From an optimization exercise on the open Yosys and OpenROAD flow, aimed at small area, a short achievable clock period and few clock cycles; shortcuts taken in it are not production practice. Where RTL was checked, it was by simulation tests only, not by an equivalence proof against the original. No functional check of the RTL was part of runs 5 and 6. Power and IR drop assume default switching activity.

[design/flow/design.v]
`timescale 1ns/1ps
package lin_pkg;
    typedef logic [32-1:0] addr_t;
    typedef logic [32-1:0] data_t;
    typedef logic [4-1:0]   axi_id_t;
    typedef logic [16-1:0]  cnt_t;
    typedef logic [7:0]             burst_len_t;    
    typedef struct packed {
        addr_t addr;
        cnt_t  beats_left;     
        logic  is_bias;
    } rd_cmd_t;
    typedef struct packed {
        data_t data;
        logic  last;
    } fifo_word_t;
    typedef enum logic [3:0] {
        IDLE,
        READY,
        BIAS_CMD,
        BIAS_DATA,
        BIAS_ZERO,
        VEC_CMD,
        VEC_DATA,
        DONE
    } seq_state_t;
endpackage
`timescale 1ns/1ps
module lin_burst_issuer (
    input  logic                ACLK,
    input  logic                ARESETn,
    input  logic                linear_init,
    input  logic                start,         
    input  logic                has_bias,
    input  lin_pkg::addr_t      bias_address,
    input  lin_pkg::addr_t      input_address,
    input  lin_pkg::cnt_t       input_size,
    input  lin_pkg::cnt_t       input_num,
    input  lin_pkg::burst_len_t input_leng,
    input  logic                vec_pop,       
    input  logic                bias_free,     
    output logic                zero_push,     
    output logic                vec_idle,      
    input  logic                axi_arready,
    output lin_pkg::axi_id_t    axi_arid,
    output lin_pkg::addr_t      axi_araddr,
    output lin_pkg::burst_len_t axi_arlen,
    output logic [2:0]          axi_arsize,
    output logic [1:0]          axi_arburst,
    output logic                axi_arvalid
);
    localparam int CRED = 32;    
    logic                 c_valid;
    logic                 c_bias;       
    logic                 c_first;      
    logic                 c_last;
    logic [4:0]           c_len;
    lin_pkg::cnt_t        c_left;       
    logic [16:0]          n_j;
    logic [4:0]           n_len;
    logic                 n_last;
    logic [29:0]          b_addr;       
    logic [6:0]           k_lim2;       
    logic [4:0]           k_adv;        
    logic [5:0]           k_step;       
    logic [5:0]           avail;        
    logic [6:0]           spare;        
    logic [4:0]           leng;
    logic [6:0]           lim0;
    logic [6:0]           lim1;
    logic [6:0]           lim2;
    logic [4:0]           len0;         
    logic                 last0;
    logic [16:0]          j0;
    logic [4:0]           len1;         
    logic                 last1;
    logic [16:0]          j_adv;        
    logic [4:0]           len_adv;
    logic                 last_adv;
    logic                 job_last;     
    logic [29:0]          c_vaddr;
    logic [5:0]           vlo;
    logic [24:0]          vhi;
    logic                 ar_free;
    logic                 move;
    logic                 vmove;
    logic                 cred_ok;
    logic [4:0]           ar_len_q;
    logic [29:0]          ar_addr_q;
    assign leng     = input_leng[4:0];
    assign lim0     = {2'b00, leng} + 7'd1;                     
    assign lim1     = {1'b0, leng, 1'b0} + 7'd2;                
    assign lim2     = {1'b0, leng, 1'b0} + {2'b00, leng} + 7'd3;   
    assign last0    = (input_size[15:7] == '0) & (input_size[6:0] <= lim0);
    assign len0     = last0 ? (input_size[4:0] - 5'd1) : leng;
    assign j0       = {1'b0, input_size} + 17'(leng) + 17'd1;
    assign last1    = (input_size[15:7] == '0) & (input_size[6:0] <= lim1);
    assign len1     = last1 ? (input_size[4:0] - leng - 5'd2) : leng;
    assign j_adv    = n_j - 17'(k_step);
    assign last_adv = (n_j[16:7] == '0) & (n_j[6:0] <= k_lim2);
    assign len_adv  = last_adv ? (n_j[4:0] + k_adv) : leng;
    assign job_last = (c_left == 16'd1);
    assign vlo      = {1'b0, ar_addr_q[4:0]} + {1'b0, ar_len_q} + 6'd1;
    assign vhi      = ar_addr_q[29:5] + 25'(vlo[5]);
    assign c_vaddr  = c_first ? input_address[31:2] : {vhi, vlo[4:0]};
    assign cred_ok   = ~spare[6] | (vec_pop & (spare == 7'h7f));
    assign ar_free   = ~axi_arvalid | axi_arready;
    assign move      = ar_free & c_valid &
                       (c_bias | (cred_ok & (has_bias | ~c_first | bias_free)));
    assign vmove     = move & ~c_bias;
    assign zero_push = vmove & c_first & ~has_bias;
    assign vec_idle  = avail[5];
    always_ff @(posedge ACLK or negedge ARESETn) begin
        if (!ARESETn) begin
            c_valid     <= 1'b0;
            c_bias      <= 1'b0;
            c_first     <= 1'b0;
            axi_arvalid <= 1'b0;
            axi_arid    <= 4'd1;
            avail       <= 6'(CRED);
            spare       <= 7'(CRED - 1);
            c_len       <= '0;
        end else if (linear_init) begin
            c_valid     <= 1'b0;
            c_bias      <= 1'b0;
            c_first     <= 1'b0;
            axi_arvalid <= 1'b0;
            axi_arid    <= 4'd1;
            avail       <= 6'(CRED);
            spare       <= 7'(CRED - 1);
            c_len       <= '0;
        end else begin
            if (axi_arvalid & axi_arready) axi_arid <= axi_arid + 1'b1;
            if (start) axi_arvalid <= has_bias;    
            else if (ar_free) axi_arvalid <= move;
            if (start) begin
                spare <= {2'b00, ~len0};
                c_len <= len0;
            end else if (vmove) begin
                avail <= spare[5:0] + 6'(vec_pop);
                spare <= spare + 7'(vec_pop) - 7'(n_len) - 7'd1;
                c_len <= n_len;
            end else begin
                avail <= avail + 6'(vec_pop);
                spare <= spare + 7'(vec_pop);
            end
            if (start) begin
                c_valid <= 1'b1;
                c_bias  <= 1'b0;
                c_first <= 1'b1;
            end else if (move) begin
                c_first <= 1'b0;
                if (c_bias) begin
                    c_bias  <= 1'b0;
                    c_first <= 1'b1;
                end else if (c_last) begin
                    if (job_last) c_valid <= 1'b0;
                    c_bias  <= has_bias;
                    c_first <= 1'b1;
                end
            end
        end
    end
    always_ff @(posedge ACLK) begin
        if (start) begin
            c_last <= last0;
            if (last0) begin
                n_j    <= j0;
                n_len  <= len0;
                n_last <= 1'b1;
            end else begin
                n_j    <= {1'b0, input_size};
                n_len  <= len1;
                n_last <= last1;
            end
        end else if (vmove) begin
            c_last <= n_last;
            if (n_last) begin
                n_j    <= j0;
                n_len  <= len0;
                n_last <= last0;
            end else begin
                n_j    <= j_adv;
                n_len  <= len_adv;
                n_last <= last_adv;
            end
        end
        k_lim2 <= lim2;
        k_adv  <= 5'd0 - {leng[3:0], 1'b0} - 5'd3;
        k_step <= {1'b0, leng} + 6'd1;
        if (start) c_left <= input_num;
        else if (vmove & c_last) c_left <= c_left - 1'b1;
        if (start) b_addr <= bias_address[31:2];
        else if (move & c_bias) b_addr <= b_addr + 30'd1;
        if (start) begin
            ar_addr_q <= bias_address[31:2];
            ar_len_q  <= 5'd0;
        end else if (move) begin
            ar_addr_q <= c_bias ? b_addr + 30'd1 : c_vaddr;
            ar_len_q  <= c_bias ? 5'd0 : c_len;
        end
    end
    assign axi_araddr  = {ar_addr_q, 2'b00};
    assign axi_arlen   = {3'b000, ar_len_q};
    assign axi_arsize  = 3'(2);
    assign axi_arburst = 2'b01;
endmodule
`timescale 1ns/1ps
module lin_fetch_seq (
    input  logic                ACLK,
    input  logic                ARESETn,
    input  logic                linear_init,
    input  logic                bias_go,
    input  logic                input_go,
    input  logic                has_bias,
    input  lin_pkg::cnt_t       output_size,
    input  lin_pkg::cnt_t       input_size,
    input  lin_pkg::cnt_t       input_num,
    input  lin_pkg::data_t      axi_rdata,
    input  logic                axi_rvalid,
    output logic                axi_rready,
    output logic                linear_ready,
    output logic                job_done,
    output logic                start,
    output logic                vec_wr_valid,
    output logic                vec_wr_last,
    input  logic                zero_push,
    input  logic                vec_idle,
    output logic                bias_free,
    input  logic                out_bias_ready,
    output logic                out_bias_valid,
    output lin_pkg::data_t      out_bias_data,
    output logic                out_bias_last
);
    logic          run;         
    logic          r_bias;      
    lin_pkg::cnt_t r_wcnt;      
    logic          line_end;    
    lin_pkg::cnt_t r_line;      
    logic          beat;
    logic          bias_beat;
    logic          job_end;
    logic          b_valid_n;
    logic          r_bias_n;
    assign start     = linear_ready & ~run & ~job_done & vec_idle & bias_go & input_go;
    assign beat      = axi_rvalid & axi_rready & run;
    assign bias_beat = beat & r_bias;
    assign vec_wr_valid = beat & ~r_bias;
    assign vec_wr_last = line_end;
    assign job_end   = (r_line + 1'b1) == input_num;
    assign bias_free = ~out_bias_valid | out_bias_ready;
    assign b_valid_n = (out_bias_valid & ~out_bias_ready) | bias_beat | zero_push;
    always_comb begin
        r_bias_n = r_bias;
        if (start) r_bias_n = has_bias;
        else if (bias_beat) r_bias_n = 1'b0;
        else if (vec_wr_valid & line_end & ~job_end) r_bias_n = has_bias;
    end
    always_ff @(posedge ACLK or negedge ARESETn) begin
        if (!ARESETn) begin
            linear_ready   <= 1'b0;
            run            <= 1'b0;
            job_done       <= 1'b0;
            r_bias         <= 1'b0;
            out_bias_valid <= 1'b0;
            axi_rready     <= 1'b1;
        end else if (linear_init) begin
            linear_ready   <= 1'b0;
            run            <= 1'b0;
            job_done       <= 1'b0;
            r_bias         <= 1'b0;
            out_bias_valid <= 1'b0;
            axi_rready     <= 1'b1;
        end else begin
            linear_ready   <= 1'b1;
            r_bias         <= r_bias_n;
            out_bias_valid <= b_valid_n;
            axi_rready     <= ~r_bias_n | ~b_valid_n;
            if (start) begin
                run <= 1'b1;
            end else if (vec_wr_valid & line_end & job_end) begin
                run      <= 1'b0;
                job_done <= 1'b1;
            end else if (job_done & ~bias_go & ~input_go) begin
                job_done <= 1'b0;
            end
        end
    end
    always_ff @(posedge ACLK) begin
        if (start) begin
            r_wcnt   <= input_size - 1'b1;
            line_end <= (input_size == 16'd1);
            r_line   <= '0;
        end else if (vec_wr_valid) begin
            if (line_end) begin
                r_wcnt   <= input_size - 1'b1;
                line_end <= (input_size == 16'd1);
                r_line   <= r_line + 1'b1;
            end else begin
                r_wcnt   <= r_wcnt - 1'b1;
                line_end <= (r_wcnt == 16'd1);
            end
        end
        if (bias_beat) begin
            out_bias_data <= axi_rdata;
            out_bias_last <= (r_line + 1'b1) == output_size;
        end else if (zero_push) begin
            out_bias_data <= '0;
            out_bias_last <= 1'b0;
        end
    end
endmodule
`timescale 1ns/1ps
module lin_sync_fifo #(
    parameter int WIDTH = 33,
    parameter int DEPTH = 31,
    parameter int PW    = 5
) (
    input  logic             ACLK,
    input  logic             ARESETn,
    input  logic             clr,
    input  logic             wr_valid,     
    input  logic [WIDTH-1:0] wr_data,
    output logic             rd_valid,
    output logic [WIDTH-1:0] rd_data,
    input  logic             rd_ready,
    output logic             pop
);
    logic [WIDTH-1:0] mem [DEPTH];
    logic [DEPTH-1:0] rd_sel;       
    logic [WIDTH-1:0] head;
    logic [PW-1:0]    wr_ptr;
    logic [PW-1:0]    rd_ptr;
    logic             wr_lap;
    logic             rd_lap;
    logic             arr_empty;
    logic             take;         
    logic [PW-1:0]    wr_inc;
    logic [PW-1:0]    rd_inc;
    logic             wr_wrap;
    logic             rd_wrap;
    assign arr_empty = (wr_ptr == rd_ptr) & (wr_lap == rd_lap);
    assign pop       = rd_valid & rd_ready;
    assign take      = ~rd_valid | rd_ready;
    assign wr_wrap   = (wr_ptr == PW'(DEPTH - 1));
    assign rd_wrap   = (rd_ptr == PW'(DEPTH - 1));
    assign wr_inc    = wr_wrap ? '0 : wr_ptr + 1'b1;
    assign rd_inc    = rd_wrap ? '0 : rd_ptr + 1'b1;
    always_ff @(posedge ACLK or negedge ARESETn) begin
        if (!ARESETn) begin
            wr_ptr   <= '0;
            rd_ptr   <= '0;
            wr_lap   <= 1'b0;
            rd_lap   <= 1'b0;
            rd_valid <= 1'b0;
        end else if (clr) begin
            wr_ptr   <= '0;
            rd_ptr   <= '0;
            wr_lap   <= 1'b0;
            rd_lap   <= 1'b0;
            rd_valid <= 1'b0;
        end else begin
            if (wr_valid) begin
                wr_ptr <= wr_inc;
                wr_lap <= wr_lap ^ wr_wrap;
            end
            if (take) begin
                rd_valid <= ~arr_empty | wr_valid;
                if (~arr_empty | wr_valid) begin
                    rd_ptr <= rd_inc;
                    rd_lap <= rd_lap ^ rd_wrap;
                end
            end
        end
    end
    always_ff @(posedge ACLK) begin
        if (wr_valid) mem[wr_ptr] <= wr_data;
    end
    always_comb begin
        head = '0;
        for (int i = 0; i < DEPTH; i++) begin
            rd_sel[i] = (rd_ptr == PW'(i));
            head = head | (mem[i] & {WIDTH{rd_sel[i]}});
        end
    end
    always_ff @(posedge ACLK) begin
        if (take) rd_data <= arr_empty ? wr_data : head;
    end
endmodule
`timescale 1ns/1ps
module lin_input_ctrl_top (
    input  logic                ACLK,
    input  logic                ARESETn,
    output lin_pkg::axi_id_t    axi_arid,
    output lin_pkg::addr_t      axi_araddr,
    output lin_pkg::burst_len_t axi_arlen,
    output logic [2:0]          axi_arsize,
    output logic [1:0]          axi_arburst,
    output logic                axi_arvalid,
    input  logic                axi_arready,
    input  lin_pkg::data_t      axi_rdata,
    input  logic                axi_rlast,
    input  logic                axi_rvalid,
    output logic                axi_rready,
    input  logic                out_bias_ready,
    output logic                out_bias_valid,
    output lin_pkg::data_t      out_bias_data,
    output logic                out_bias_last,
    input  logic                out_ready,
    output logic                out_valid,
    output lin_pkg::data_t      out_data,
    output logic                out_last,     
    input  logic                linear_init,
    output logic                linear_ready,
    input  logic                bias_go,
    output logic                bias_done,
    input  lin_pkg::addr_t      bias_address,
    input  lin_pkg::cnt_t       bias_size,
    input  lin_pkg::cnt_t       output_size,
    input  logic                input_go,
    output logic                input_done,
    input  lin_pkg::addr_t      input_address,
    input  lin_pkg::cnt_t       input_size,
    input  lin_pkg::cnt_t       input_num,
    input  lin_pkg::burst_len_t input_leng
);
    logic                has_bias;
    logic                start;
    logic                job_done;
    logic                vec_wr_valid;
    logic                vec_wr_last;
    logic                vec_pop;
    logic                zero_push;
    logic                bias_free;
    logic                vec_idle;
    assign has_bias   = (bias_size != '0);
    assign bias_done  = job_done;
    assign input_done = job_done;
    lin_burst_issuer u_issuer (
        .ACLK          (ACLK),
        .ARESETn       (ARESETn),
        .linear_init   (linear_init),
        .start         (start),
        .has_bias      (has_bias),
        .bias_address  (bias_address),
        .input_address (input_address),
        .input_size    (input_size),
        .input_num     (input_num),
        .input_leng    (input_leng),
        .vec_pop       (vec_pop),
        .bias_free     (bias_free),
        .zero_push     (zero_push),
        .vec_idle      (vec_idle),
        .axi_arready   (axi_arready),
        .axi_arid      (axi_arid),
        .axi_araddr    (axi_araddr),
        .axi_arlen     (axi_arlen),
        .axi_arsize    (axi_arsize),
        .axi_arburst   (axi_arburst),
        .axi_arvalid   (axi_arvalid)
    );
    lin_fetch_seq u_seq (
        .ACLK           (ACLK),
        .ARESETn        (ARESETn),
        .linear_init    (linear_init),
        .bias_go        (bias_go),
        .input_go       (input_go),
        .has_bias       (has_bias),
        .output_size    (output_size),
        .input_size     (input_size),
        .input_num      (input_num),
        .axi_rdata      (axi_rdata),
        .axi_rvalid     (axi_rvalid),
        .axi_rready     (axi_rready),
        .linear_ready   (linear_ready),
        .job_done       (job_done),
        .start          (start),
        .vec_wr_valid   (vec_wr_valid),
        .vec_wr_last    (vec_wr_last),
        .zero_push      (zero_push),
        .vec_idle       (vec_idle),
        .bias_free      (bias_free),
        .out_bias_ready (out_bias_ready),
        .out_bias_valid (out_bias_valid),
        .out_bias_data  (out_bias_data),
        .out_bias_last  (out_bias_last)
    );
    lin_sync_fifo #(.WIDTH(32 + 1), .DEPTH(31), .PW(5)) u_vec_fifo (
        .ACLK     (ACLK),
        .ARESETn  (ARESETn),
        .clr      (linear_init),
        .wr_valid (vec_wr_valid),
        .wr_data  ({vec_wr_last, axi_rdata}),
        .rd_valid (out_valid),
        .rd_data  ({out_last, out_data}),
        .rd_ready (out_ready),
        .pop      (vec_pop)
    );
endmodule
[design/flow/flow/run.sh]
#!/bin/bash
# Standard layout, except that the port buffers are buf_2 cells instead of
# the default clkdlybuf4s50_1. The make output goes to flow_make.log here;
# ORFS keeps each step's own log under orfs/logs/.
set -euo pipefail
export BUFFER_PORTS_ARGS="-buffer_cell sky130_fd_sc_hd__buf_2"
bash standard.sh > flow_make.log 2>&1
[design/flow/standard.sh]
#!/bin/bash
# synth_recipe.tcl (not shown) runs the flow's synth.tcl, then flattens the netlist and writes it again
# the make line also repeats each setting of config.mk as NAME=value (left out here)
make -C /OpenROAD-flow-scripts/flow DESIGN_CONFIG=/design/flow/config.mk WORK_HOME=/design/flow/orfs CLKGATE_MAP_FILE= SYNTH_SCRIPT=/design/flow/synth_recipe.tcl "${@:-finish}"
[design/flow/config.mk]
export PLATFORM = sky130hd
export DESIGN_NAME = lin_input_ctrl_top
export DESIGN_NICKNAME = lin_input_ctrl_top
export VERILOG_FILES = /design/flow/design.v
export SDC_FILE = /design/flow/constraint.sdc
export NUM_CORES = 4
export LEC_CHECK = 0
export CAP_MARGIN = 20
export CORE_MARGIN = 2
export CORE_UTILIZATION = 40
export SETUP_SLACK_MARGIN = 3.0
export SLEW_MARGIN = 20
export TNS_END_PERCENT = 10
[design/flow/constraint.sdc]
create_clock -name core_clock -period 5.5 [get_ports {ACLK}]
set_input_delay 1.1000 -clock core_clock [delete_from_list [all_inputs] [get_ports {ACLK}]]
set_output_delay 1.1000 -clock core_clock [all_outputs]
set_load 0.01 [all_outputs]
==> results_dict.tcl, run 1 <==
set metrics [dict create \
    p_leak_nw 22.0 \
    grt_pass1_vias 35200 \
    cts_hold_buf 0 \
    tns_ns 0 \
    final_max_slew_viol_count 0 \
    wl_per_cell_um 30.4 \
    worst_setup_path_start_kind "register" \
    ioPinCount 300 \
    setup_ws_ns 2.62 \
    hpwl_mm 102 \
    syn_inst 3642 \
    clkLatencyLatePin_ns 0.79 \
    drv_cap 0 \
    syn_area_per_cell_um2 14.6 \
    yosys_warnings 3 \
    die_area_um2 136000 \
    design.core.area_um2 132000 \
    async_flop_share 0.0349 \
    grt_pass1_wl_mm 257 \
    finalCritPeriodShare 0.523 \
    crit_path_max_incr_delay_ns 0.69 \
    post_synth_num_cell_types 96 \
    required_ns 5.91 \
    max_freq_mhz 348 \
    cts_tree "yes" \
    gr-usage-all-layers 0.264 \
    dp_slack_ns 1.37 \
    ys.flop_type "edfxtp_1" \
    relSlewSlack 0.316 \
    ant_nets 0 \
    peakVddDrop_mv 0.412 \
    drive_gt1_frac 0.261 \
    num_vias 37100 \
    tightest_slew_ns 1.02 \
    cts_buffers 137 \
    finalWirelength_mm 184 \
    rows 133 \
    gp_congestion 0.845 \
    first_pass_iters 6 \
    nets 4460 \
    cts_sinks 1288 \
    htreeDepth 4 \
    dieHeight_um 369 \
    syn2layout_area_growth_pct 23.5 \
    path_cells "nand3_4 > nor2_4 > buf_4 > nand2_8 > nor2_4 > buf_4" \
    seqCellArea_um2 38100 \
    cts.clk_slew.worst_paths_ns 0.06 \
    overflow 0 \
    drt_iter0_markers 4854 \
    grt_max_degree 48 \
    clock-root-buffer "clkbuf_16" \
    finClkSkew_ns 0.0523 \
    io_buffers 281 \
    worst-path-buf-inv 2 \
    critPathKind "reg2reg" \
    antenna_found_initial 9 \
    status "timing/DRC/antenna clean" \
    routed_via_density 6.12 \
    ys_seq_area_frac 0.715 \
    crit_path_top_delay_cell "nor2_4" \
    cp_max_fo 14 \
    multi_input_area_um2 16200 \
    path_delay_family "simple AND/OR/NAND/NOR gates" \
    drcViolationCount 0 \
    fillCellCount 11100 \
    synth-edff-count 1206 \
    end_kind "register" \
    min_path_type "in2async" \
    worstPathArrival_ns 3.28 \
    ys_seq_elements 1288 \
    final-setup-viol-count 0 \
    die_width_um 369 \
    min_period_ns 2.88 \
    initial_utilization 0.404 \
    syn_area_um2 53300 \
    powerDensity_nw_per_um2 345 \
    rsz0062_at_grt "yes" \
    clock_path_buffers 3 \
    finalHoldViolCount 0 \
]
sequential cells by signal (all words and copies together) (netlist names), 5 cells and up:
signal               count
u_vec_fifo.wr_ptr        5
u_issuer.b_addr         30
u_issuer.spare           7
u_issuer.ar_addr_q      30
u_vec_fifo.rd_data      33
u_vec_fifo.rd_ptr        5
u_issuer.c_left         16
u_seq.r_wcnt            16
u_issuer.n_j            17
u_issuer.k_step          5
u_issuer.avail           6
u_issuer.ar_len_q        5
u_vec_fifo.mem        1023
u_issuer.c_len           5
u_issuer.n_len           5
u_seq.r_line            16
u_seq.out_bias_data     32
u_issuer.k_lim2          7
power by group:
group          switching (mW)  internal [mW]  total (mW)
logic                    1.61          0.960        2.57
clock network            3.99           4.93        8.93
registers               0.158           11.0        11.2
total                    5.77           16.9        22.7
final cells by class:
| type | count | share of cell area |
|---|---|---|
| Tap cell | 1755 | 0.0334 |
| Clock buffer | 170 | 0.0544 |
| Clock inverter | 76 | 0.0109 |
| Inverter | 78 | 0.00488 |
| Timing Repair Buffer | 596 | 0.0719 |
| Multi-Input combinational cell | 2094 | 0.246 |
| Antenna cell | 3 | 0.000114 |
| Sequential cell | 1288 | 0.579 |
cell families after synthesis:
logic type | after synthesis | share of synthesized area
compound gates | 897 | 0.123
xor+xnor | 194 | 0.0324
fa+ha+maj | 87 | 0.0213
buf+inv | 273 | 0.0219
flops | 1288 | 0.715
mux | 21 | 0.00397
other cells | 2 | 0.000141
simple gates | 880 | 0.0824
path summary, 6_finish.rpt:
kind	startpoint	endpoint	slack (ns)	cells past startpoint
setup / recovery	u_seq.axi_rready$_DFF_PN1_	u_vec_fifo.mem[2][11]$_DFFE_PP_	2.62	6
hold / removal	ARESETn	u_issuer.avail[4]$_DFFE_PN0N_	0.42	2
setup reg to reg	u_seq.axi_rready$_DFF_PN1_	u_vec_fifo.mem[2][11]$_DFFE_PP_	2.62	6
hold reg to reg	u_issuer.c_len[4]$_DFFE_PN0P_	u_issuer.ar_len_q[4]$_SDFFE_PP0P_	0.50	1
max in group asynchronous	ARESETn	u_vec_fifo.rd_ptr[4]$_DFFE_PN0P_	4.58	2
min in group core_clock	u_issuer.c_len[4]$_DFFE_PN0P_	u_issuer.ar_len_q[4]$_SDFFE_PP0P_	0.50	1
metrics by stage:
stage	hold WS, ns	instance area [um^2]	util	total power [mW]	std cells
4_1_cts	0.394	64900	0.493	22.7	6003
3_3_place_gp	0.488	57800	0.439	13.5	5596
3_5_place_dp	0.474	57900	0.439	13.5	5598
5_1_grt	0.449	65800	0.500	23.4	6058
6_report	0.423	65800	0.500	22.7	6060
2_1_floorplan	0.435	53800	-	12.5	3650
metal layers:
| metal | global-route usage | part of all wire |
|---|---|---|
| met1 | 0.355 | 0.38 |
| met2 | 0.420 | 0.47 |
| met3 | 0.0564 | 0.11 |
| met4 | 0.0960 | 0.038 |
| met5 | 0 | 0.00022 |
timing repair:
item	4_1_cts	5_1_grt
gates resized for setup	273	112
pin swaps	119	62
endpoints found under the setup margin	1108	1024
buffers inserted	153	53
cloned	6	1
cell usage after synthesis, types with 43 or more instances:
cell type | count | share of area
nor3_1 | 79 | 0.0074
a22o_1 | 110 | 0.018
ha_1 | 81 | 0.019
xnor2_1 | 127 | 0.021
nand3_1 | 64 | 0.0060
xor2_1 | 65 | 0.011
and2_1 | 43 | 0.0050
nor2_1 | 242 | 0.017
buf_2 | 43 | 0.0040
a22oi_1 | 252 | 0.035
o21ai_0 | 97 | 0.0091
nand4_1 | 122 | 0.014
edfxtp_1 | 1206 | 0.68
nand2_1 | 181 | 0.013
a221oi_1 | 109 | 0.018
a21oi_1 | 138 | 0.013
inv_1 | 76 | 0.0054
clkbuf_1 | 115 | 0.0081
cells in the final DEF (no fill, tap or decap), types with 114 or more instances in the layout:
cell type / Yosys / layout
a21oi_1: 138 / 114
a22oi_1: 252 / 251
nand4_1: 122 / 122
nor2_1: 242 / 174
edfxtp_1: 1206 / 1206
buf_4: 11 / 218
clkbuf_16: 0 / 138
xnor2_1: 127 / 118
nand2_1: 181 / 164
buf_2: 43 / 272
Testbench counts, summed over its fixed seeds: cycles 25,720.
==> run 2: changes to the inputs <==
--- a/design/flow/config.mk
+++ b/design/flow/config.mk
@@ -12,2 +12 @@
 export SLEW_MARGIN = 20
-export TNS_END_PERCENT = 10
==> run 2 against run 1 <==
Effect of this change: wire length up 6.8%; core utilization grew 2.9 points; largest cell class unchanged; still clean; cell area rose by 5.8%; largest power group unchanged; sequential power hardly changed; global-route usage rose by 1.0 points; critical path depth grew 4.
==> results_dict.tcl, run 2 <==
set metrics [dict create \
    synth_top_cell_by_area "edfxtp_1" \
    syn2layout_area_growth_pct 30.6 \
    ant_nets 0 \
    post_synth_num_cell_types 96 \
    drv_cap 0 \
    num_vias 38800 \
    synth-edff-count 1206 \
    cts_buffers 139 \
    largest_register "u_vec_fifo.mem" \
    overflow 0 \
    syn_area_per_cell_um2 14.6 \
    finalHoldViolCount 0 \
    power.total_mw 23.2 \
    wl_per_cell_um 31.4 \
    synth.area.top_cells "edfxtp_1 (68%), a22oi_1 (3.5%), xnor2_1 (2.1%)" \
    critPathKind "reg2reg" \
    drcViolationCount 0 \
    first_pass_iters 6 \
    yosys_warnings 3 \
    tightest_slew_ns 1.22 \
    mostFrequentLayoutCells "edfxtp_1 (1206), buf_4 (301), buf_2 (263)" \
    min_period_ns 2.86 \
    cts_tree "yes" \
    min_path_type "in2async" \
    ys_seq_area_frac 0.715 \
    reg_top3 "u_vec_fifo.mem (1023), u_vec_fifo.rd_data (33), u_seq.out_bias_data (32)" \
    ioPinCount 300 \
    crit_path_top_delay_cell "a221oi_1" \
    fin_hold_ws_ns 0.429 \
    max_freq_mhz 349 \
    cts_hold_buf 0 \
    grt_pass1_wl_mm 266 \
    synthTopCellsByCount "edfxtp_1 (1206), a22oi_1 (252), nor2_1 (242)" \
    cts.clk_slew.worst_paths_ns 0.06 \
    clock-root-buffer "clkbuf_16" \
    gr-usage-all-layers 0.274 \
    routed_via_density 6.18 \
    fin_area_um2 69600 \
    path_cells "buf_6 > clkinvlp_4 > ha_4 > nand2_4 > nor2_4 > buf_4 > a221oi_1 > nand4_1 > nor3_2 > a21oi_4" \
    gp_congestion 0.856 \
    async_flop_share 0.0349 \
    cp_max_fo 7 \
    powerDensity_nw_per_um2 333 \
    relSlewSlack 0.184 \
    rows 133 \
    design.core.area_um2 132000 \
    die_width_um 369 \
    drt_iter0_markers 6019 \
    worst_setup_path_start_kind "register" \
    ys.flop_type "edfxtp_1" \
    yosysTopAreaCellShare 0.679 \
    dpl_cell_area_um2 58000 \
    peakVddDrop_mv 0.280 \
    finalCritPeriodShare 0.521 \
    path_delay_family "simple AND/OR/NAND/NOR gates" \
    initial_utilization 0.404 \
    status "timing/DRC/antenna clean" \
    dieHeight_um 369 \
    rsz0062_at_grt "yes" \
    syn_inst 3642 \
    hpwl_mm 103 \
    finalWirelength_mm 197 \
    grt_pass1_vias 35800 \
    syn_area_um2 53300 \
    final_core_util 0.528 \
    antenna_found_initial 18 \
    clock_path_buffers 3 \
    die_area_um2 136000 \
    worst-path-buf-inv 3 \
    clkLatencyLatePin_ns 0.79 \
    required_ns 6.01 \
    drive_gt1_frac 0.330 \
    crit_path_max_incr_delay_ns 0.46 \
    ys_seq_elements 1288 \
    largest_reg_flops 1023 \
    p_leak_nw 23.6 \
    tns_ns 0 \
    htreeDepth 4 \
    finClkSkew_ns 0.0524 \
    worstPathArrival_ns 3.38 \
    synth_most_common_cell "edfxtp_1" \
    layout_commonest_cell "edfxtp_1" \
    nets 4666 \
    final_max_slew_viol_count 0 \
    final-setup-viol-count 0 \
    end_kind "register" \
    io_buffers 281 \
    grt_max_degree 69 \
    cts_sinks 1288 \
]
run 2: cell types whose count changed in the layout (fill, tap and decap cells not counted), moves of 9 or more:
cell	before	now
buf_12	50	100
buf_2	272	263
o21ai_0	82	65
nand2_1	164	155
a221oi_2	38	77
a221oi_4	0	9
buf_4	218	301
a221oi_1	71	23
a22oi_1	251	233
a21oi_1	114	103
clkbuf_16	138	147
a22oi_2	1	19
buf_6	39	98
o21ai_1	11	21
run 2: path summary, 6_finish.rpt:
path / depth (start not counted) / to / startpoint / slack [ns]
max: 10 / u_vec_fifo.rd_data[2]$_DFFE_PP_ / u_vec_fifo.rd_ptr[1]$_DFFE_PN0P_ / 2.64
min: 2 / u_issuer.avail[4]$_DFFE_PN0N_ / ARESETn / 0.43
max reg2reg: 10 / u_vec_fifo.rd_data[2]$_DFFE_PP_ / u_vec_fifo.rd_ptr[1]$_DFFE_PN0P_ / 2.64
min reg2reg: 1 / u_issuer.ar_len_q[4]$_SDFFE_PP0P_ / u_issuer.c_len[4]$_DFFE_PN0P_ / 0.50
max in group asynchronous: 2 / u_vec_fifo.rd_ptr[0]$_DFFE_PN0P_ / ARESETn / 4.58
min in group core_clock: 1 / u_issuer.ar_len_q[4]$_SDFFE_PP0P_ / u_issuer.c_len[4]$_DFFE_PN0P_ / 0.50
run 2: cell families after synthesis:
family	after synthesis	synth area share
buffers and inverters	273	0.0219
AND/OR/NAND/NOR	880	0.0824
XOR/XNOR	194	0.0324
multiplexers	21	0.00397
other	2	0.000141
flip-flops	1288	0.715
AO/OA/AOI/OAI	897	0.123
adder cells (fa/ha/maj)	87	0.0213
run 2: what timing repair did:
item / CTS / global route
pin swaps: 202 / 222
gates cloned: 21 / 7
resized for setup: 403 / 240
setup buffers: 295 / 105
setup endpoints to repair: 1281 / 353
run 2: worst register-to-register path: cells and delay by family, from the launching register on:
family,cells,cell delay (ns)
DFF,1,0.38
AOI/OAI and AO/OA,2,0.60
buffers and inverters,3,0.47
adders and majority gates,1,0.22
and+or+nand+nor,4,0.92
run 2: metal layers:
layer,up-vias,track usage,wire length (um)
li1,16000,-,-
met4,18,0.102,9650
met2,2697,0.434,90700
met3,594,0.0711,24000
met1,19500,0.362,72500
met5,-,0,126
run 2: layout make-up:
cell class                 instances  area, um^2
antenna                            2        5.00
clock buffer                     177        3700
clock inverter                    73         604
fill                           10700       62200
inverter                          78         334
multi-input combinational       2100       17300
sequential                      1288       38100
tap                             1755        2200
timing repair buffer             794        7390
run 2: through the flow:
stage | setup WS [ns] | std cells
after floorplan | 2.26 | 3650
after global routing | 2.55 | 6266
after detailed placement | 1.38 | 5587
final | 2.64 | 6267
after CTS | 2.69 | 6153
after global placement | 1.38 | 5585
run 2: where the power goes:
group	leakage (nW)	switching (mW)	internal [mW]
logic	9.77	1.81	1.21
clock network	2.09	3.99	4.99
registers	11.7	0.128	11.0
total	23.6	5.93	17.2
==> run 3: changes to the inputs <==
--- a/design/flow/design.v
+++ b/design/flow/design.v
@@ -239,3 +239,2 @@
     lin_pkg::cnt_t r_line;      
-    logic          beat;
     logic          bias_beat;
@@ -244,6 +243,9 @@
     logic          r_bias_n;
+    logic          run_n;
+    logic          rready_n;
+    logic          vexp;        
+    logic          bexp;        
     assign start     = linear_ready & ~run & ~job_done & vec_idle & bias_go & input_go;
-    assign beat      = axi_rvalid & axi_rready & run;
-    assign bias_beat = beat & r_bias;
-    assign vec_wr_valid = beat & ~r_bias;
+    assign bias_beat = axi_rvalid & bexp;
+    assign vec_wr_valid = axi_rvalid & vexp;
     assign vec_wr_last = line_end;
@@ -258,2 +260,4 @@
     end
+    assign run_n    = start | (run & ~(vec_wr_valid & line_end & job_end));
+    assign rready_n = ~r_bias_n | ~b_valid_n;
     always_ff @(posedge ACLK or negedge ARESETn) begin
@@ -266,2 +270,4 @@
             axi_rready     <= 1'b1;
+            vexp           <= 1'b0;
+            bexp           <= 1'b0;
         end else if (linear_init) begin
@@ -273,3 +279,7 @@
             axi_rready     <= 1'b1;
+            vexp           <= 1'b0;
+            bexp           <= 1'b0;
         end else begin
+            vexp           <= run_n & ~r_bias_n;
+            bexp           <= run_n & r_bias_n & rready_n;
             linear_ready   <= 1'b1;
@@ -277,3 +287,3 @@
             out_bias_valid <= b_valid_n;
-            axi_rready     <= ~r_bias_n | ~b_valid_n;
+            axi_rready     <= rready_n;
             if (start) begin
--- a/design/flow/config.mk
+++ b/design/flow/config.mk
@@ -12 +12,2 @@
 export SLEW_MARGIN = 20
+export TNS_END_PERCENT = 10
==> run 3 against run 2 <==
Effect of this change: final cell count decreased by 2.4%; hold slack improved by 0.0021 ns; combinational power decreased by 4%; register-to-register slack got worse by 0.08 ns; die area decreased by 0.18%; critical path depth increased by 3; critical endpoint is now u_issuer.n_len[2]$_DFFE_PP_; still clean; synthesized cell count increased by 0.36%.
==> results_dict.tcl, run 3 <==
set metrics [dict create \
    grt_pass1_vias 35600 \
    final_max_slew_viol_count 0 \
    max_freq_mhz 339 \
    drv_cap 0 \
    tns_ns 0 \
    clkLatencyLatePin_ns 0.79 \
    largest_register "u_vec_fifo.mem" \
    num_vias 37600 \
    clock_path_buffers 3 \
    reg2regPathDepth 15 \
    required_ns 6.00 \
    clock-root-buffer "clkbuf_16" \
    cts_tree "yes" \
    power.total_mw 22.9 \
    rsz0062_at_grt "yes" \
    ys.flop_type "edfxtp_1" \
    relSlewSlack 0.290 \
    syn2layout_area_growth_pct 24.3 \
    yosys_warnings 3 \
    syn_area_um2 53200 \
    htreeDepth 4 \
    rr_startpoint "u_issuer.ar_addr_q[1]$_DFFE_PP_" \
    critPathKind "in2reg" \
    gr-usage-all-layers 0.268 \
    io_buffers 281 \
    syn_inst 3655 \
    antenna_found_initial 14 \
    first_pass_iters 6 \
    finClkSkew_ns 0.0293 \
    peakVddDrop_mv 0.287 \
    dieHeight_um 369 \
    layout_commonest_cell "edfxtp_1" \
    powerDensity_nw_per_um2 347 \
    status "timing/DRC/antenna clean" \
    reg_top3 "u_vec_fifo.mem (1023), u_vec_fifo.rd_data (33), u_seq.out_bias_data (32)" \
    drive_gt1_frac 0.269 \
    finalWirelength_mm 186 \
    synth_top_cell_by_area "edfxtp_1" \
    post_synth_num_cell_types 76 \
    worstPathArrival_ns 3.44 \
    ant_nets 0 \
    synth_most_common_cell "edfxtp_1" \
    synth-edff-count 1206 \
    finalCritPeriodShare 0.536 \
    die_area_um2 136000 \
    yosysTopAreaCellShare 0.681 \
    min_path_type "in2async" \
    cp_max_fo 5 \
    finalHoldViolCount 0 \
    cts_buffers 138 \
    min_period_ns 2.95 \
    worst_setup_path_start_kind "input port" \
    synthTopCellsByCount "edfxtp_1 (1206), a22oi_1 (257), nor2_1 (249)" \
    routed_via_density 6.14 \
    die_width_um 369 \
    gp_congestion 0.842 \
    mostFrequentLayoutCells "edfxtp_1 (1206), buf_2 (271), buf_4 (262)" \
    drcViolationCount 0 \
    syn_area_per_cell_um2 14.6 \
    fin_hold_ws_ns 0.431 \
    ys_seq_area_frac 0.717 \
    end_kind "register" \
    cts_hold_buf 0 \
    p_leak_nw 22.4 \
    wl_per_cell_um 30.4 \
    design.core.area_um2 132000 \
    nets 4523 \
    r2r_slack_ns 2.56 \
    largest_reg_flops 1023 \
    ys_seq_elements 1290 \
    cts.clk_slew.worst_paths_ns 0.06 \
    initial_utilization 0.404 \
    dp_slack_ns 1.24 \
    grt_max_degree 63 \
    cts_sinks 1290 \
    final-setup-viol-count 0 \
    grt_pass1_wl_mm 260 \
    tightest_slew_ns 1.06 \
    async_flop_share 0.0364 \
    drt_iter0_markers 5291 \
    reg2reg_to "u_issuer.ar_addr_q[15]$_DFFE_PP_" \
    ioPinCount 300 \
    hpwl_mm 101 \
    setup_ws_ns 2.55 \
    rows 133 \
    synth.area.top_cells "edfxtp_1 (68%), a22oi_1 (3.6%), ha_1 (1.9%)" \
    overflow 0 \
]
[run 3: area by class of cell]
cell class	count	area, um^2
clock buffer	174	3610
antenna	5	12.5
fill	11100	65700
timing repair buffer	642	5060
multi-input combinational	2107	16100
clock inverter	67	621
tap	1755	2200
sequential	1290	38200
inverter	78	317
timing repair inverter	1	7.51
[run 3: through the flow]
stage	instances	utilization	cell area, um^2
after floorplan	3663	-	53500
after global placement	5603	0.438	57700
after detailed placement	5604	0.438	57700
after CTS	6073	0.496	65400
after global routing	6117	0.502	66100
final	6119	0.502	66100
[run 3: how the worst max path moves through the flow]
stage / start / to / slack (ns) / cells after the start
2_1_floorplan: input_leng[0] / u_issuer.n_len[0]$_DFFE_PP_ / 1.98 / 11
3_3_place_gp: input_leng[0] / u_issuer.n_j[0]$_DFFE_PP_ / 1.21 / 12
3_5_place_dp: input_leng[0] / u_issuer.n_j[0]$_DFFE_PP_ / 1.24 / 12
4_1_cts: u_issuer.ar_addr_q[1]$_DFFE_PP_ / u_issuer.ar_addr_q[27]$_DFFE_PP_ / 2.55 / 14
5_1_grt: u_issuer.ar_addr_q[1]$_DFFE_PP_ / u_issuer.ar_addr_q[15]$_DFFE_PP_ / 2.41 / 15
6_report: input_leng[1] / u_issuer.n_len[2]$_DFFE_PP_ / 2.55 / 13
[run 3: cells by family (layout without fill, tap and decap cells)]
| logic type | count (synthesis) | after routing | synth area share |
|---|---|---|---|
| other | 2 | 15 | 0.000141 |
| and+or+nand+nor | 890 | 906 | 0.0827 |
| adders and majority gates | 87 | 87 | 0.0213 |
| DFF | 1290 | 1290 | 0.717 |
| muxes | 48 | 48 | 0.00943 |
| AOI/OAI and AO/OA | 869 | 869 | 0.118 |
| buffers and inverters | 282 | 962 | 0.0211 |
| xor gates and xnor gates | 187 | 187 | 0.0308 |
[run 3: power breakdown]
part	total (mW)	switching [mW]	internal, mW	leakage (nW)
registers	11.2	0.137	11.1	11.8
clock network	8.85	3.89	4.96	2.04
logic	2.89	1.84	1.05	8.59
[run 3: per-layer routing]
metal,part of all wire,wire [um],global-route usage,vias up
met5,0.00043,80,0,-
met4,0.036,6740,0.0896,12
met3,0.12,22000,0.0650,418
met2,0.46,85500,0.418,2401
met1,0.39,71700,0.368,19000
li1,-,-,-,15700
[run 3: worst max-delay path: stages]
cell     delay [ns]
buf_12         0.12
ha_4           0.17
buf_6          0.11
xor2_2         0.15
inv_2          0.08
ha_4           0.26
nand2_1        0.05
or4_4          0.49
a21oi_4        0.27
buf_4          0.18
mux2i_1        0.23
a211o_1        0.15
o21ai_1        0.06
[run 3: what timing repair did]
item                                    in CTS  in global routing
gates resized for setup                    322                 86
gates cloned                                18                  0
endpoints found under the setup margin     992                948
pin swaps                                  140                 44
buffers inserted                           210                 41
Testbench counts of run 3, summed over its fixed seeds: cycles 25,720.
==> run 4: changes to the inputs <==
--- a/design/flow/config.mk
+++ b/design/flow/config.mk
@@ -10,3 +10,3 @@
 export CORE_UTILIZATION = 40
-export SETUP_SLACK_MARGIN = 3.0
+export SETUP_SLACK_MARGIN = 3.3
 export SLEW_MARGIN = 20
==> run 4 against run 3 <==
Effect of this change: sequential share of layout area is 1.6 points lower; worst setup slack gained 0.016 ns; cell area increased by 2.9%; critical path type is now reg2reg.
==> results_dict.tcl, run 4 <==
set metrics [dict create \
    synth.area.top_cells "edfxtp_1 (68%), a22oi_1 (3.6%), ha_1 (1.9%)" \
    min_path_type "in2async" \
    dp_slack_ns 1.23 \
    final_max_slew_viol_count 0 \
    end_kind "register" \
    fin_area_um2 68100 \
    power.total_mw 23.7 \
    synth_most_common_cell "edfxtp_1" \
    drv_cap 0 \
    overflow 0 \
    first_pass_iters 8 \
    synth-edff-count 1206 \
    synthSimpleGateAreaFrac 0.0827 \
    gp_congestion 0.845 \
    largest_reg_flops 1023 \
    cts_sinks 1290 \
    rsz0062_at_grt "yes" \
    clock_path_buffers 3 \
    required_ns 6.11 \
    synthMuxAreaShare 0.00943 \
    ys_seq_area_frac 0.717 \
    finClkSkew_ns 0.0431 \
    syn_area_per_cell_um2 14.6 \
    relSlewSlack 0.267 \
    ioPinCount 300 \
    max_freq_mhz 341 \
    dieHeight_um 369 \
    post_synth_num_cell_types 76 \
    powerDensity_nw_per_um2 348 \
    ys.flop_type "edfxtp_1" \
    seqCellArea_um2 38200 \
    initial_utilization 0.404 \
    io_buffers 281 \
    yosysTopAreaCellShare 0.681 \
    hpwl_mm 101 \
    die_width_um 369 \
    critPathKind "reg2reg" \
    grt_pass1_wl_mm 265 \
    routed_via_density 6.12 \
    htreeDepth 4 \
    largest_register "u_vec_fifo.mem" \
    drcViolationCount 0 \
    num_vias 37900 \
    gr-usage-all-layers 0.273 \
    cts_tree "yes" \
    multi_input_area_um2 16400 \
    finalWirelength_mm 190 \
    cp_max_fo 4 \
    synth_top_cell_by_area "edfxtp_1" \
    design.core.area_um2 132000 \
    clock-root-buffer "clkbuf_16" \
    layout_commonest_cell "edfxtp_1" \
    setup_ws_ns 2.57 \
    min_period_ns 2.93 \
    cts.clk_slew.worst_paths_ns 0.06 \
    syn2layout_area_growth_pct 27.9 \
    ant_nets 0 \
    clkLatencyLatePin_ns 0.80 \
    synth_top_family_by_area "compound AO/OA/AOI/OAI gates" \
    mostFrequentLayoutCells "edfxtp_1 (1206), buf_2 (268), buf_4 (264)" \
    synthTopCellsByCount "edfxtp_1 (1206), a22oi_1 (257), nor2_1 (249)" \
    synth_compound_area_frac 0.118 \
    dpl_cell_area_um2 57700 \
    nets 4586 \
    finalHoldViolCount 0 \
    final_core_util 0.516 \
    drive_gt1_frac 0.290 \
    fillCellCount 10900 \
    syn_inst 3655 \
    worstPathArrival_ns 3.54 \
    grt_max_degree 64 \
    tightest_slew_ns 1.10 \
    syn_area_um2 53200 \
    reg_top3 "u_vec_fifo.mem (1023), u_vec_fifo.rd_data (33), u_seq.out_bias_data (32)" \
    status "timing/DRC/antenna clean" \
    reg2regPathDepth 14 \
    synth-xor-area-share 0.0308 \
    peakVddDrop_mv 0.259 \
    worst_setup_path_start_kind "register" \
    grt_pass1_vias 36000 \
    tns_ns 0 \
    wl_per_cell_um 30.7 \
    async_flop_share 0.0364 \
    cts_buffers 139 \
    rows 133 \
    yosys.area_share.adder 0.0213 \
    die_area_um2 136000 \
    antenna_found_initial 11 \
    final-setup-viol-count 0 \
    yosys_warnings 3 \
    ys_seq_elements 1290 \
    p_leak_nw 23.2 \
    drt_iter0_markers 5402 \
    finalCritPeriodShare 0.533 \
]
-- run 4: cell counts after synthesis --
Identical to the previous run, type by type.
-- run 4: final cells by class --
type	count	share of cell area
sequential	1290	0.561
multi-input combinational	2102	0.241
timing repair buffer	709	0.0939
clock buffer	177	0.0540
tap	1755	0.0323
clock inverter	73	0.0128
inverter	78	0.00469
timing repair inverter	1	0.000110
antenna	2	0.0000735
-- run 4: path summary, 6_finish.rpt --
check,start,to,slack (ns)
hold reg to reg,u_issuer.c_len[1]$_DFFE_PN0P_,u_issuer.ar_len_q[1]$_SDFFE_PP0P_,0.48
setup / recovery,u_issuer.ar_addr_q[1]$_DFFE_PP_,u_issuer.ar_addr_q[27]$_DFFE_PP_,2.57
setup reg to reg,u_issuer.ar_addr_q[1]$_DFFE_PP_,u_issuer.ar_addr_q[27]$_DFFE_PP_,2.57
hold / removal,ARESETn,u_issuer.c_len[3]$_DFFE_PN0P_,0.43
max in group asynchronous,ARESETn,u_vec_fifo.rd_ptr[3]$_DFFE_PN0P_,4.55
min in group core_clock,u_issuer.c_len[1]$_DFFE_PN0P_,u_issuer.ar_len_q[1]$_SDFFE_PP0P_,0.48
-- run 4: worst max-delay path: stages, from the launching register on --
cell and delay [ns]:
edfxtp_1 0.39, ha_1 0.29, a21o_1 0.10, a21o_1 0.12
a21o_1 0.13, a21o_1 0.16, ha_4 0.17, ha_4 0.15
nand2_4 0.06, nor2_4 0.16, nand3_4 0.13, or4_1 0.42
a31oi_1 0.20, o21ba_2 0.18, a21oi_1 0.13
-- run 4: what timing repair did --
| action | 4_1_cts | 5_1_grt |
|---|---|---|
| hold buffers | 0 | 0 |
| pin swaps | 215 | 62 |
| endpoints found under the setup margin | 1373 | 1357 |
| cloned | 27 | 0 |
| gates resized for setup | 485 | 92 |
| buffers inserted | 261 | 42 |
-- run 4: cells by family after synthesis --
| logic type | after synthesis |
|---|---|
| AOI/OAI and AO/OA | 869 |
| xor gates and xnor gates | 187 |
| adders and majority gates | 87 |
| buffers and inverters | 282 |
| DFF | 1290 |
| muxes | 48 |
| other | 2 |
| and+or+nand+nor | 890 |
-- run 4: through the flow --
| step | instances | hold WS, ns |
|---|---|---|
| 6_report | 6187 | 0.435 |
| 5_1_grt | 6186 | 0.471 |
| 4_1_cts | 6143 | 0.423 |
| 3_5_place_dp | 5605 | 0.471 |
| 3_3_place_gp | 5603 | 0.460 |
| 2_1_floorplan | 3663 | 0.448 |
-- run 4: layer usage --
layer  vias up  track usage  wire [um]
li1      15800            -          -
met1     19200        0.367      72600
met2      2355        0.431      87600
met3       455       0.0696      21700
met4        10       0.0954       8100
met5         -            0         65
-- run 4: power breakdown --
group | internal (mW) | leakage (nW) | total [mW] | switching [mW]
combinational | 1.15 | 9.25 | 3.11 | 1.96
sequential | 11.1 | 11.8 | 11.2 | 0.135
clock | 5.46 | 2.18 | 9.41 | 3.95
total | 17.7 | 23.2 | 23.7 | 6.04
==> run 5: changes to the inputs <==
--- a/design/flow/design.v
+++ b/design/flow/design.v
@@ -81,4 +81,3 @@
     logic [29:0]          c_vaddr;
-    logic [5:0]           vlo;
-    logic [24:0]          vhi;
+    logic [29:0]          v_next;       
     logic                 ar_free;
@@ -102,5 +101,3 @@
     assign job_last = (c_left == 16'd1);
-    assign vlo      = {1'b0, ar_addr_q[4:0]} + {1'b0, ar_len_q} + 6'd1;
-    assign vhi      = ar_addr_q[29:5] + 25'(vlo[5]);
-    assign c_vaddr  = c_first ? input_address[31:2] : {vhi, vlo[4:0]};
+    assign c_vaddr  = c_first ? input_address[31:2] : v_next;
     assign cred_ok   = ~spare[6] | (vec_pop & (spare == 7'h7f));
@@ -192,2 +189,3 @@
         else if (vmove & c_last) c_left <= c_left - 1'b1;
+        if (vmove) v_next <= c_vaddr + 30'(c_len) + 30'd1;
         if (start) b_addr <= bias_address[31:2];
--- a/design/flow/config.mk
+++ b/design/flow/config.mk
@@ -10,3 +10,3 @@
 export CORE_UTILIZATION = 40
-export SETUP_SLACK_MARGIN = 3.3
+export SETUP_SLACK_MARGIN = 3.0
 export SLEW_MARGIN = 20
==> run 5 against run 4 <==
Effect of this change: fmax fell by 12%; clock power shrank 3.4%; global-route usage is 0.18 points higher; count of clock-buffer cells in the layout up 7; still clean on timing, DRC and antenna; core utilization down 0.77 points; critical path type unchanged; critical endpoint is now u_issuer.v_next[29]$_DFFE_PP_; die area rose by 1.7%; power down 0.25%; worst setup slack worse by 0.41 ns; hold slack worse by 0.0060 ns; largest power group unchanged; highest routed layer unchanged; combinational power about the same.
==> results_dict.tcl, run 5 <==
set metrics [dict create \
    synthTopCellsByCount "edfxtp_1 (1236), a22oi_1 (273), nor2_1 (223)" \
    power_frac_clock 0.384 \
    r2r_slack_ns 2.16 \
    syn_area_um2 54100 \
    clock_path_buffers 3 \
    die_area_um2 138000 \
    synth_most_common_cell "edfxtp_1" \
    ant_nets 0 \
    first_pass_iters 6 \
    synth-edff-count 1236 \
    rsz0062_at_grt "yes" \
    synth.area.top_cells "edfxtp_1 (69%), a22oi_1 (3.8%), xnor2_1 (1.9%)" \
    ys.flop_type "edfxtp_1" \
    nets 4546 \
    min_path_type "in2async" \
    ioPinCount 300 \
    fillCellCount 11100 \
    ys_seq_elements 1320 \
    htreeDepth 4 \
    drive_gt1_frac 0.291 \
    layout_commonest_cell "edfxtp_1" \
    post_synth_num_cell_types 86 \
    design.core.area_um2 134000 \
    initial_utilization 0.405 \
    peakVddDrop_mv 0.234 \
    overflow 0 \
    gr-usage-all-layers 0.275 \
    comb_power_share 0.132 \
    drt_iter0_markers 5202 \
    clkLatencyLatePin_ns 0.79 \
    wl_per_cell_um 31.4 \
    reg2regPathDepth 11 \
    seqPwrFrac 0.484 \
    critPathKind "reg2reg" \
    syn_inst 3643 \
    syn_area_per_cell_um2 14.9 \
    gp_congestion 0.856 \
    rr_startpoint "u_issuer.c_first$_DFFE_PN0N_" \
    yosysTopAreaCellShare 0.686 \
    worst_setup_path_start_kind "register" \
    routed_via_density 6.17 \
    reg2reg_to "u_issuer.v_next[29]$_DFFE_PP_" \
    relSlewSlack 0.229 \
    drcViolationCount 0 \
    swShare 0.259 \
    cts_tree "yes" \
    max_freq_mhz 299 \
    synth_top_cell_by_area "edfxtp_1" \
    tns_ns 0 \
    end_kind "register" \
    antenna_found_initial 16 \
    ys_seq_area_frac 0.721 \
    cts_buffers 140 \
    dieHeight_um 372 \
    yosys_warnings 3 \
    status "timing/DRC/antenna clean" \
    reg_top3 "u_vec_fifo.mem (1023), u_vec_fifo.rd_data (33), u_seq.out_bias_data (32)" \
    drv_cap 0 \
    p_int_mw 17.5 \
    grt_max_degree 91 \
    async_flop_share 0.0356 \
    cp_max_fo 41 \
    hpwl_mm 105 \
    finalCritPeriodShare 0.608 \
    powerDensity_nw_per_um2 347 \
    path_delay_family "simple AND/OR/NAND/NOR gates" \
    p_leak_nw 23.2 \
    finalWirelength_mm 194 \
    final_max_slew_viol_count 0 \
    final-setup-viol-count 0 \
    cts_sinks 1320 \
    die_width_um 372 \
    tightest_slew_ns 1.15 \
    finClkSkew_ns 0.0285 \
    largest_register "u_vec_fifo.mem" \
    required_ns 6.01 \
    worstPathArrival_ns 3.86 \
    mostFrequentLayoutCells "edfxtp_1 (1236), buf_2 (273), a22oi_1 (272)" \
    crit_path_max_incr_delay_ns 0.57 \
    clock-root-buffer "clkbuf_16" \
    largest_reg_flops 1023 \
    final_core_util 0.509 \
    grt_pass1_vias 36000 \
    finalHoldViolCount 0 \
    path_cells "buf_4 > buf_12 > nor2b_4 > a32oi_2 > or2_4 > or4_4 > nor2_2 > nand2_2 > or3_4 > nor4_4 > xnor2_1" \
    min_period_ns 3.34 \
    p_sw_mw 6.12 \
    grt_pass1_wl_mm 268 \
    crit_path_top_delay_cell "or4_4" \
    num_vias 38000 \
    worst-path-buf-inv 2 \
    rows 134 \
    cts.clk_slew.worst_paths_ns 0.06 \
    io_buffers 281 \
    syn2layout_area_growth_pct 25.8 \
]
[run 5: cell count changes after synthesis, moves of 15 or more]
cell / previous run / this run
nand2_1: 189 / 161
clkbuf_1: 168 / 153
a21oi_1: 151 / 179
a22oi_1: 257 / 273
nor2_1: 249 / 223
o21ai_0: 103 / 82
mux2_2: 7 / 29
edfxtp_1: 1206 / 1236
[run 5: timing repair]
| action | 4_1_cts | 5_1_grt |
|---|---|---|
| pin swaps | 177 | 42 |
| gates cloned | 15 | 0 |
| hold buffers | 0 | 0 |
| setup endpoints to repair | 1323 | 926 |
| resized for setup | 404 | 79 |
| setup buffers | 262 | 28 |
[run 5: final cells by class]
type | count | area (um^2) | share of cell area
sequential | 1320 | 39100 | 0.574
multi-input combinational | 2061 | 16400 | 0.241
timing repair buffer | 679 | 5690 | 0.0836
clock buffer | 184 | 3730 | 0.0548
tap | 1768 | 2210 | 0.0325
clock inverter | 62 | 581 | 0.00853
inverter | 79 | 350 | 0.00515
antenna | 7 | 17.5 | 0.000257
timing repair inverter | 1 | 16.3 | 0.000239
[run 5: worst register-to-register path, cell delays in order (launching register included)]
cell     delay [ns]
dfrtp_2        0.47
buf_4          0.18
buf_12         0.17
nor2b_4        0.19
a32oi_2        0.08
or2_4          0.28
or4_4          0.57
nor2_2         0.11
nand2_2        0.10
or3_4          0.40
nor4_4         0.42
xnor2_1        0.10
[run 5: power groups by stage]
stage,combinational (mW),clock (mW),sequential [mW]
final,3.12,9.09,11.4
after CTS,2.99,9.16,11.4
after detailed placement,2.43,0,11.7
after global placement,2.40,0,11.7
after global routing,3.29,9.54,11.5
after floorplan,1.26,0,11.7
[run 5: per-layer routing]
metal | track usage | vias up | share of wire
li1 | - | 15800 | -
met1 | 0.374 | 19400 | 0.38
met2 | 0.426 | 2440 | 0.46
met3 | 0.0683 | 452 | 0.12
met4 | 0.105 | 12 | 0.042
met5 | 0 | - | 0.00068
[run 5: stage by stage]
| step | total power [mW] | setup slack (ns) | instances | hold slack, ns | instance area, um^2 |
|---|---|---|---|---|---|
| 2_1_floorplan | 13.0 | 1.85 | 3651 | 0.479 | 54600 |
| 3_3_place_gp | 14.1 | 1.17 | 5602 | 0.464 | 58800 |
| 3_5_place_dp | 14.1 | 1.19 | 5603 | 0.464 | 58800 |
| 4_1_cts | 23.6 | 2.09 | 6126 | 0.410 | 67500 |
| 5_1_grt | 24.3 | 2.08 | 6156 | 0.460 | 68000 |
| 6_report | 23.6 | 2.16 | 6161 | 0.429 | 68100 |
[run 5: kinds of logic after synthesis]
family / Yosys count / share of synthesized area
flip-flops: 1320 / 0.721
adder cells (fa/ha/maj): 86 / 0.0207
multiplexers: 58 / 0.0114
XOR/XNOR: 190 / 0.0313
buffers and inverters: 279 / 0.0209
AND/OR/NAND/NOR: 823 / 0.0766
other: 2 / 0.000139
AO/OA/AOI/OAI: 885 / 0.118
[run 5: worst max path at each step]
stage | end | startpoint | cells past startpoint
after CTS | u_issuer.v_next[29]$_DFFE_PP_ | u_issuer.c_first$_DFFE_PN0N_ | 11
final | u_issuer.v_next[29]$_DFFE_PP_ | u_issuer.c_first$_DFFE_PN0N_ | 11
after detailed placement | u_issuer.n_len[0]$_DFFE_PP_ | input_leng[0] | 13
after global placement | u_issuer.n_len[0]$_DFFE_PP_ | input_leng[0] | 13
after global routing | u_issuer.v_next[23]$_DFFE_PP_ | u_issuer.c_first$_DFFE_PN0N_ | 12
after floorplan | u_issuer.v_next[25]$_DFFE_PP_ | input_address[3] | 12
==> run 6: changes to the inputs <==
--- a/design/flow/design.v
+++ b/design/flow/design.v
@@ -65,2 +65,8 @@
     logic [5:0]           k_step;       
+    logic [4:0]           k_len0;
+    logic                 k_last0;
+    logic [16:0]          k_j0;
+    logic [4:0]           k_len1;
+    logic                 k_last1;
+    logic                 c_init;       
     logic [5:0]           avail;        
@@ -82,2 +88,6 @@
     logic [29:0]          v_next;       
+    logic [6:0]           v_lo;
+    logic [6:0]           j_lo;
+    logic [10:0]          j_hi1;
+    logic [23:0]          v_hi1;
     logic                 ar_free;
@@ -97,3 +107,5 @@
     assign len1     = last1 ? (input_size[4:0] - leng - 5'd2) : leng;
-    assign j_adv    = n_j - 17'(k_step);
+    assign j_lo     = {1'b0, n_j[5:0]} - {1'b0, k_step};
+    assign j_hi1    = n_j[16:6] - 11'd1;
+    assign j_adv    = {j_lo[6] ? j_hi1 : n_j[16:6], j_lo[5:0]};
     assign last_adv = (n_j[16:7] == '0) & (n_j[6:0] <= k_lim2);
@@ -102,5 +114,7 @@
     assign c_vaddr  = c_first ? input_address[31:2] : v_next;
+    assign v_lo     = {1'b0, c_vaddr[5:0]} + {1'b0, k_step};
+    assign v_hi1    = c_vaddr[29:6] + 24'd1;
     assign cred_ok   = ~spare[6] | (vec_pop & (spare == 7'h7f));
     assign ar_free   = ~axi_arvalid | axi_arready;
-    assign move      = ar_free & c_valid &
+    assign move      = ar_free & c_valid & ~c_init &
                        (c_bias | (cred_ok & (has_bias | ~c_first | bias_free)));
@@ -114,2 +128,3 @@
             c_first     <= 1'b0;
+            c_init      <= 1'b0;
             axi_arvalid <= 1'b0;
@@ -123,2 +138,3 @@
             c_first     <= 1'b0;
+            c_init      <= 1'b0;
             axi_arvalid <= 1'b0;
@@ -132,5 +148,6 @@
             else if (ar_free) axi_arvalid <= move;
-            if (start) begin
-                spare <= {2'b00, ~len0};
-                c_len <= len0;
+            c_init <= start;
+            if (c_init) begin
+                spare <= {2'b00, ~k_len0};
+                c_len <= k_len0;
             end else if (vmove) begin
@@ -161,7 +178,7 @@
     always_ff @(posedge ACLK) begin
-        if (start) begin
-            c_last <= last0;
-            if (last0) begin
-                n_j    <= j0;
-                n_len  <= len0;
+        if (c_init) begin
+            c_last <= k_last0;
+            if (k_last0) begin
+                n_j    <= k_j0;
+                n_len  <= k_len0;
                 n_last <= 1'b1;
@@ -169,4 +186,4 @@
                 n_j    <= {1'b0, input_size};
-                n_len  <= len1;
-                n_last <= last1;
+                n_len  <= k_len1;
+                n_last <= k_last1;
             end
@@ -175,5 +192,5 @@
             if (n_last) begin
-                n_j    <= j0;
-                n_len  <= len0;
-                n_last <= last0;
+                n_j    <= k_j0;
+                n_len  <= k_len0;
+                n_last <= k_last0;
             end else begin
@@ -187,5 +204,10 @@
         k_step <= {1'b0, leng} + 6'd1;
+        k_len0 <= len0;
+        k_last0 <= last0;
+        k_j0   <= j0;
+        k_len1 <= len1;
+        k_last1 <= last1;
         if (start) c_left <= input_num;
         else if (vmove & c_last) c_left <= c_left - 1'b1;
-        if (vmove) v_next <= c_vaddr + 30'(c_len) + 30'd1;
+        if (vmove) v_next <= {v_lo[6] ? v_hi1 : c_vaddr[29:6], v_lo[5:0]};
         if (start) b_addr <= bias_address[31:2];
@@ -344,2 +366,3 @@
     logic             arr_empty;
+    logic             arr_full;
     logic             take;         
@@ -350,2 +373,3 @@
     assign arr_empty = (wr_ptr == rd_ptr) & (wr_lap == rd_lap);
+    assign arr_full  = (wr_ptr == rd_ptr) & (wr_lap != rd_lap);
     assign pop       = rd_valid & rd_ready;
@@ -384,3 +408,3 @@
     always_ff @(posedge ACLK) begin
-        if (wr_valid) mem[wr_ptr] <= wr_data;
+        if (~arr_full) mem[wr_ptr] <= wr_data;
     end
==> run 6 against run 5 <==
Effect of this change: fmax up 15%; combinational power down 21%; wire length down 4.3%; cell area down 2.1%; first-iteration DRC count about the same; synthesized cell count up 2.5%; non-clock buffer count down 116; now fails the layout checks on antenna rules.
==> results_dict.tcl, run 6 <==
set metrics [dict create \
    status "complete, but fails checks" \
    violations "antenna rules" \
    cts_tree "yes" \
    ys.flop_type "edfxtp_1" \
    die_area_um2 141000 \
    syn2layout_area_growth_pct 21.0 \
    worst-path-buf-inv 3 \
    p_int_mw 17.4 \
    wl_per_cell_um 30.0 \
    synth_top_cell_by_area "edfxtp_1" \
    synthTopCellsByCount "edfxtp_1 (1236), a22oi_1 (264), nor2_1 (264)" \
    crit_top_cell "buf_4" \
    finClkSkew_ns 0.0510 \
    power_frac_clock 0.391 \
    reg2reg_to "u_issuer.v_next[25]$_DFFE_PP_" \
    swShare 0.251 \
    largest_register "u_vec_fifo.mem" \
    synth_most_common_cell "edfxtp_1" \
    crit_cells 14 \
    powerDensity_nw_per_um2 348 \
    io_buffers 281 \
    final_max_slew_viol_count 0 \
    setup_ws_ns 2.58 \
    worst_setup_path_start_kind "register" \
    p_leak_nw 22.7 \
    finalCritPeriodShare 0.531 \
    ys_seq_elements 1350 \
    grt_max_degree 90 \
    critPathKind "reg2reg" \
    drv_cap 0 \
    nets 4525 \
    die_width_um 375 \
    syn_area_um2 55100 \
    post_synth_num_cell_types 76 \
    rows 136 \
    drcViolationCount 0 \
    design.core.area_um2 137000 \
    gr-usage-all-layers 0.257 \
    cts_buffers 140 \
    gp_congestion 0.878 \
    largest_reg_flops 1023 \
    fin_hold_ws_ns 0.477 \
    comb_power_share 0.106 \
    grt-busiest-layer "met2" \
    peakVddDrop_mv 0.292 \
    r2r_slack_ns 2.58 \
    yosys_warnings 3 \
    seqPwrFrac 0.504 \
    reg_top3 "u_vec_fifo.mem (1023), u_vec_fifo.rd_data (33), u_seq.out_bias_data (32)" \
    cp_max_fo 6 \
    finalWirelength_mm 185 \
    clkLatencyLatePin_ns 0.79 \
    antenna_found_initial 12 \
    fin_cells 6171 \
    tns_ns 0 \
    clock-root-buffer "clkbuf_16" \
    use_met1 0.358 \
    ys_seq_area_frac 0.720 \
    ant_nets 2 \
    end_kind "register" \
    power.total_mw 23.2 \
    synth.area.top_cells "edfxtp_1 (67%), a22oi_1 (3.6%), dfxtp_1 (2.4%)" \
    clock_path_buffers 3 \
    syn_area_per_cell_um2 14.7 \
    reg2regPathDepth 14 \
    cts.clk_slew.worst_paths_ns 0.06 \
    met3_usage 0.0588 \
    cts_sinks 1350 \
    min_path_type "in2async" \
    finalHoldViolCount 0 \
    relSlewSlack 0.314 \
    num_vias 37300 \
    mostFrequentLayoutCells "edfxtp_1 (1236), buf_2 (276), a22oi_1 (264)" \
    overflow 0 \
    dp_slack_ns 1.49 \
    final-setup-viol-count 0 \
    worstPathArrival_ns 3.42 \
    dp_cells 5709 \
    first_pass_iters 6 \
    fin_area_um2 66600 \
    max_freq_mhz 343 \
    layout_commonest_cell "edfxtp_1" \
    tightest_slew_ns 1.02 \
    yosysTopAreaCellShare 0.674 \
    drive_gt1_frac 0.242 \
    ioPinCount 300 \
    required_ns 6.00 \
    path_cells "mux2_4 > ha_4 > inv_2 > fa_2 > nor2b_2 > o21ai_2 > a21boi_2 > o21ai_4 > buf_4 > buf_4 > a21oi_4 > nand3_4 > nor2_1 > xnor2_1" \
    synth-edff-count 1236 \
    drt_iter0_markers 5200 \
    grt_pass1_vias 35200 \
    dieHeight_um 375 \
    grt_pass1_wl_mm 259 \
    rsz0062_at_grt "yes" \
    crit_path_top_delay_cell "dfrtp_2" \
    final_core_util 0.486 \
    dpl_cell_area_um2 59300 \
    syn_inst 3733 \
    path_delay_family "compound AO/OA/AOI/OAI gates" \
    hpwl_mm 104 \
    initial_utilization 0.402 \
    async_flop_share 0.0356 \
    crit_path_max_incr_delay_ns 0.48 \
    cts_hold_buf 0 \
    p_sw_mw 5.81 \
    rr_startpoint "u_issuer.c_first$_DFFE_PN0N_" \
    htreeDepth 4 \
    routed_via_density 6.05 \
    grt_util_met2 0.395 \
    min_period_ns 2.92 \
]
==> run 6: cell families after synthesis <==
family                     count (synthesis)  synth area share
DFF                                     1350             0.720
and+or+nand+nor                          873            0.0786
AOI/OAI and AO/OA                        844             0.111
buffers and inverters                    286            0.0205
xor gates and xnor gates                 200            0.0318
adders and majority gates                 90            0.0213
muxes                                     88            0.0169
other                                      2          0.000136
==> run 6: worst reg2reg max path, stage by stage, from the launching register on <==
cell and delay (ns):
dfrtp_2 0.48, mux2_4 0.25, ha_4 0.13, inv_2 0.03, fa_2 0.37, nor2b_2 0.13
o21ai_2 0.07, a21boi_2 0.21, o21ai_4 0.10, buf_4 0.15, buf_4 0.13, a21oi_4 0.17
nand3_4 0.16, nor2_1 0.17, xnor2_1 0.09
==> run 6: per-layer routing <==
layer / up-vias / wire (um)
met5: - / 68
met4: 12 / 7050
met3: 404 / 21100
met2: 2255 / 83800
met1: 18900 / 73300
li1: 15700 / -
==> run 6: final cells by class <==
cell class / instances / area (um^2)
fill: 11600 / 70400
multi-input combinational: 2116 / 15900
inverter: 86 / 334
clock buffer: 182 / 3730
tap: 1794 / 2240
clock inverter: 70 / 587
sequential: 1350 / 39700
timing repair buffer: 563 / 4050
antenna: 10 / 25.0
==> run 6: how the worst max path moves through the flow <==
stage	start	slack, ns	endpoint
6_report	u_issuer.c_first$_DFFE_PN0N_	2.58	u_issuer.v_next[25]$_DFFE_PP_
5_1_grt	u_issuer.c_first$_DFFE_PN0N_	2.47	u_issuer.v_next[24]$_DFFE_PP_
3_3_place_gp	bias_size[2]	1.52	u_issuer.avail[3]$_DFFE_PN0P_
3_5_place_dp	bias_size[2]	1.49	u_issuer.avail[3]$_DFFE_PN0P_
2_1_floorplan	bias_size[4]	1.94	u_issuer.avail[4]$_DFFE_PN0P_
4_1_cts	u_issuer.c_first$_DFFE_PN0N_	2.60	u_issuer.v_next[24]$_DFFE_PP_
==> run 6: repair_timing <==
action	CTS	global route
hold endpoints to repair	0	0
resized for setup	172	107
pin swaps	91	27
cloned	12	0
setup buffers	151	37
endpoints found under the setup margin	1362	1325
==> run 6: power by group through the flow <==
| stage | Sequential, mW | Clock, mW | Combinational (mW) |
|---|---|---|---|
| finish | 11.7 | 9.06 | 2.45 |
| global route | 11.7 | 9.55 | 2.64 |
| CTS | 11.7 | 9.15 | 2.39 |
| detailed placement | 11.9 | 0 | 2.18 |
| global placement | 11.9 | 0 | 2.15 |
| floorplan | 11.9 | 0 | 1.14 |

Setup slack of run 6, layout unchanged: 2.582 ns with ideal ports, 2.582 ns with driving cells assumed (clock clkbuf_16, inputs buf_2), 1.916 ns with port delays also shifted by the 0.830 ns mid clock arrival.
